This is an optimization exercise on Yosys and OpenROAD, whose aim is a short achievable clock period and few clock cycles, not a production implementation. RTL that was checked went through simulation tests only; none was proved equivalent to the original. Power is estimated from default activity; no workload was simulated.

before:
==> module pcUnit, before the edit <==
module pcUnit #(
    parameter logic [15:0] resetPc = '0
) (
    input  logic         rst,
    input  logic [15:0]  pcR,
    input  logic         reqR,
    input  logic [15:0]  iw,
    input  logic         eBr,
    input  logic         eBne,
    input  logic [3:0]   eOff,
    input  logic [15:0]  opA,
    input  logic [15:0]  opB,
    output logic [15:0]  pcD,
    output logic         reqD,
    output logic         brWaitD
);
    logic [3:0] op, fa, fb, fc;
    assign op = iw[15:12];
    assign fa = iw[11:8];
    assign fb = iw[7:4];
    assign fc = iw[3:0];
    logic isBr, isJmp;
    assign isBr  = (op == OpBeq) || (op == OpBne);
    assign isJmp = (op == OpJump);
    logic [14:0] pcInc, jt, btF, btE;
    ksAdd #(.W(15)) u_inc (.a(pcR[15:1]), .b(15'd0), .ci(1'b1), .s(pcInc));
    ksAdd #(.W(15)) u_jt  (.a(pcR[15:1]), .b({{3{iw[11]}}, iw[11:0]}), .ci(1'b1), .s(jt));
    ksAdd #(.W(15)) u_btf (.a(pcR[15:1]), .b({{11{fc[3]}}, fc}), .ci(1'b1), .s(btF));
    ksAdd #(.W(15)) u_bte (.a(pcR[15:1]), .b({{11{eOff[3]}}, eOff}), .ci(1'b0), .s(btE));
    logic brStatic, takenF, brWait;
    assign brStatic = (fa == fb) || (fc == 4'd0);
    assign takenF   = isBr && (fa == fb) && !op[0] && (fc != 4'd0);
    assign brWait   = isBr && !brStatic;
    logic eqE, takenE;
    assign eqE = (opA == opB);
    assign takenE = eBr && (eqE ^ eBne);
    logic selR, selJ, selB, selI, selE, selH;
    assign selR = rst;
    assign selJ = !rst && reqR && isJmp;
    assign selB = !rst && reqR && takenF;
    assign selI = !rst && reqR && !isJmp && !takenF;
    assign selE = !rst && !reqR && takenE;
    assign selH = !rst && !reqR && !takenE;
    pcMux u_mux (
        .selR (selR), .selJ (selJ), .selB (selB), .selI (selI), .selE (selE), .selH (selH),
        .rstV (resetPc[15:1]), .jt (jt), .btF (btF), .pcInc (pcInc), .btE (btE), .pcH (pcR[15:1]),
        .pcD  (pcD[15:1])
    );
    assign pcD[0]  = 1'b0;
    assign reqD    = rst || !(reqR && brWait);
    assign brWaitD = !rst && reqR && brWait;
endmodule
export LEC_CHECK = 0
export CAP_MARGIN = 20
export CORE_MARGIN = 2
export CORE_UTILIZATION = 40
export PLACE_DENSITY = 0.6
export SLEW_MARGIN = 20
export SYNTH_HIERARCHICAL = 1
export SYNTH_MINIMUM_KEEP_SIZE = 0
create_clock -name core_clock -period 8.0 [get_ports {clk}]
standard.sh (not shown) runs the stock make flow with config.mk's settings and CLKGATE_MAP_FILE= SYNTH_SCRIPT=/design/flow/synth_recipe.tcl, a recipe that flattens the netlist after the stock synthesis.
==> flow/flow/run.sh <==
#!/bin/bash
# The standard layout (standard.sh) with these changes:
#  - no full-adder extraction in synthesis (ADDER_MAP_FILE empty), so the
#    hand-built prefix adders keep their structure;
#  - timing repair may swap cells across footprints (MATCH_CELL_FOOTPRINT 0);
#  - timing repair aims at a setup margin of 5.4 ns;
#  - ports are buffered with buf_8 cells.
# make's full output goes to make_finish.log; ORFS's per-step logs stay under orfs/logs.
set -euo pipefail
bash standard.sh ADDER_MAP_FILE= MATCH_CELL_FOOTPRINT=0 SETUP_SLACK_MARGIN=5.4 \
    "BUFFER_PORTS_ARGS=-buffer_cell sky130_fd_sc_hd__buf_8" finish > make_finish.log 2>&1
Testbench counts of before, summed over its fixed seeds: cycles 25,372.
--- input diff before..after ---
diff --git a/flow/design.v b/flow/design.v
--- a/flow/design.v
+++ b/flow/design.v
@@ -185,7 +185,9 @@
     assign isJmp = (op == OpJump);
     logic [14:0] pcInc, jt, btF, btE;
     ksAdd #(.W(15)) u_inc (.a(pcR[15:1]), .b(15'd0), .ci(1'b1), .s(pcInc));
-    ksAdd #(.W(15)) u_jt  (.a(pcR[15:1]), .b({{3{iw[11]}}, iw[11:0]}), .ci(1'b1), .s(jt));
+    logic [14:0] jtP, jtC;
+    ksAdd #(.W(15)) u_jt  (.a(pcR[15:1]), .b({{3{iw[11]}}, iw[11:0]}), .ci(1'b1), .s(jt),
+                           .pOut(jtP), .cOut(jtC));
     ksAdd #(.W(15)) u_btf (.a(pcR[15:1]), .b({{11{fc[3]}}, fc}), .ci(1'b1), .s(btF));
     ksAdd #(.W(15)) u_bte (.a(pcR[15:1]), .b({{11{eOff[3]}}, eOff}), .ci(1'b0), .s(btE));
     logic brStatic, takenF, brWait;
@@ -202,11 +204,15 @@
     assign selI = !rst && reqR && !isJmp && !takenF;
     assign selE = !rst && !reqR && takenE;
     assign selH = !rst && !reqR && !takenE;
+    logic [14:0] rest;
     pcMux u_mux (
-        .selR (selR), .selJ (selJ), .selB (selB), .selI (selI), .selE (selE), .selH (selH),
+        .selR (selR), .selJ (1'b0), .selB (selB), .selI (selI), .selE (selE), .selH (selH),
         .rstV (resetPc[15:1]), .jt (jt), .btF (btF), .pcInc (pcInc), .btE (btE), .pcH (pcR[15:1]),
-        .pcD  (pcD[15:1])
+        .pcD  (rest)
     );
+    for (genvar i = 0; i < 15; i++) begin : g_jb
+        jtBit u_jb (.c(jtC[i]), .p(jtP[i]), .sJ(selJ), .rest(rest[i]), .q(pcD[i+1]));
+    end
     assign pcD[0]  = 1'b0;
     assign reqD    = rst || !(reqR && brWait);
     assign brWaitD = !rst && reqR && brWait;
@@ -229,6 +235,19 @@
     assign pcD = ({15{selR}} & rstV) | ({15{selJ}} & jt) | ({15{selB}} & btF)
                | ({15{selI}} & pcInc) | ({15{selE}} & btE) | ({15{selH}} & pcH);
 endmodule
+module jtBit (
+    input  logic c,
+    input  logic p,
+    input  logic sJ,
+    input  logic rest,
+    output logic q
+);
+    logic pn, x1, x0;
+    invc  u_pn (.a(p), .y(pn));
+    mux2c u_x1 (.s(sJ), .a(pn), .b(rest), .y(x1));
+    mux2c u_x0 (.s(sJ), .a(p), .b(rest), .y(x0));
+    mux2c u_q  (.s(c), .a(x1), .b(x0), .y(q));
+endmodule
 module aluUnit (
     input  logic [15:0] opA,
     input  logic [15:0] opB,
No stage failed in after, and the final checks on the layout all came back clean. after vs before, worst setup path endpoint: opB[8] vs opB[11]. Clock period minus final worst setup slack: after vs before up 430 ps. The max-capacitance violation count on before is in line with that on after. Final standard cell area without fillers: after lower than before. The final-layout worst hold slack of after exceeds that of before by 41 ps. Clock latency of the later-clocked register in the worst-skew pair, before and after: smaller value in after. after against before; synthesized area is up by a few percent. Relative to before, fraction of area in registers has increased by 0.21 points in after. Summary: total power consumption of the routed design, after worse than before. after vs before, highest signal layer in the routed design: met4 vs met5.
The RTL of after was laid out without a check of its function.

-- re-timing with driven ports --
The results above use ideal ports. As a check the final layouts listed here were re-extracted and re-timed, cells and wires unchanged.
Step 1 sets driving cells, clkbuf_16 on the clock port and buf_2 on the other inputs (assumed; they add their load-dependent delay and slew).
Step 2 also shifts input and output timing later by t, the mid clock arrival at the registers, as if the neighbouring blocks saw the same clock.
a / b / c = no drivers / after step 1 / after step 2; a / b = the first two.
| run | shift t [ns] | slack for setup (ns) | worst setup path at the end | clock arrival spread, ns | pins driven straight from the clock port |
|---|---|---|---|---|---|
| before | 0.660 | 5.245 / 5.112 / 4.452 | input to register | 0.053 / 0.052 | 1 |
| after | 0.653 | 4.819 / 4.708 / 4.055 | input to register | 0.040 / 0.040 | 1 |
After both steps setup and hold are still met in every run listed. For before, which loses most, drivers alone change the setup slack by -0.133 ns; drivers and shift together by -0.793 ns.
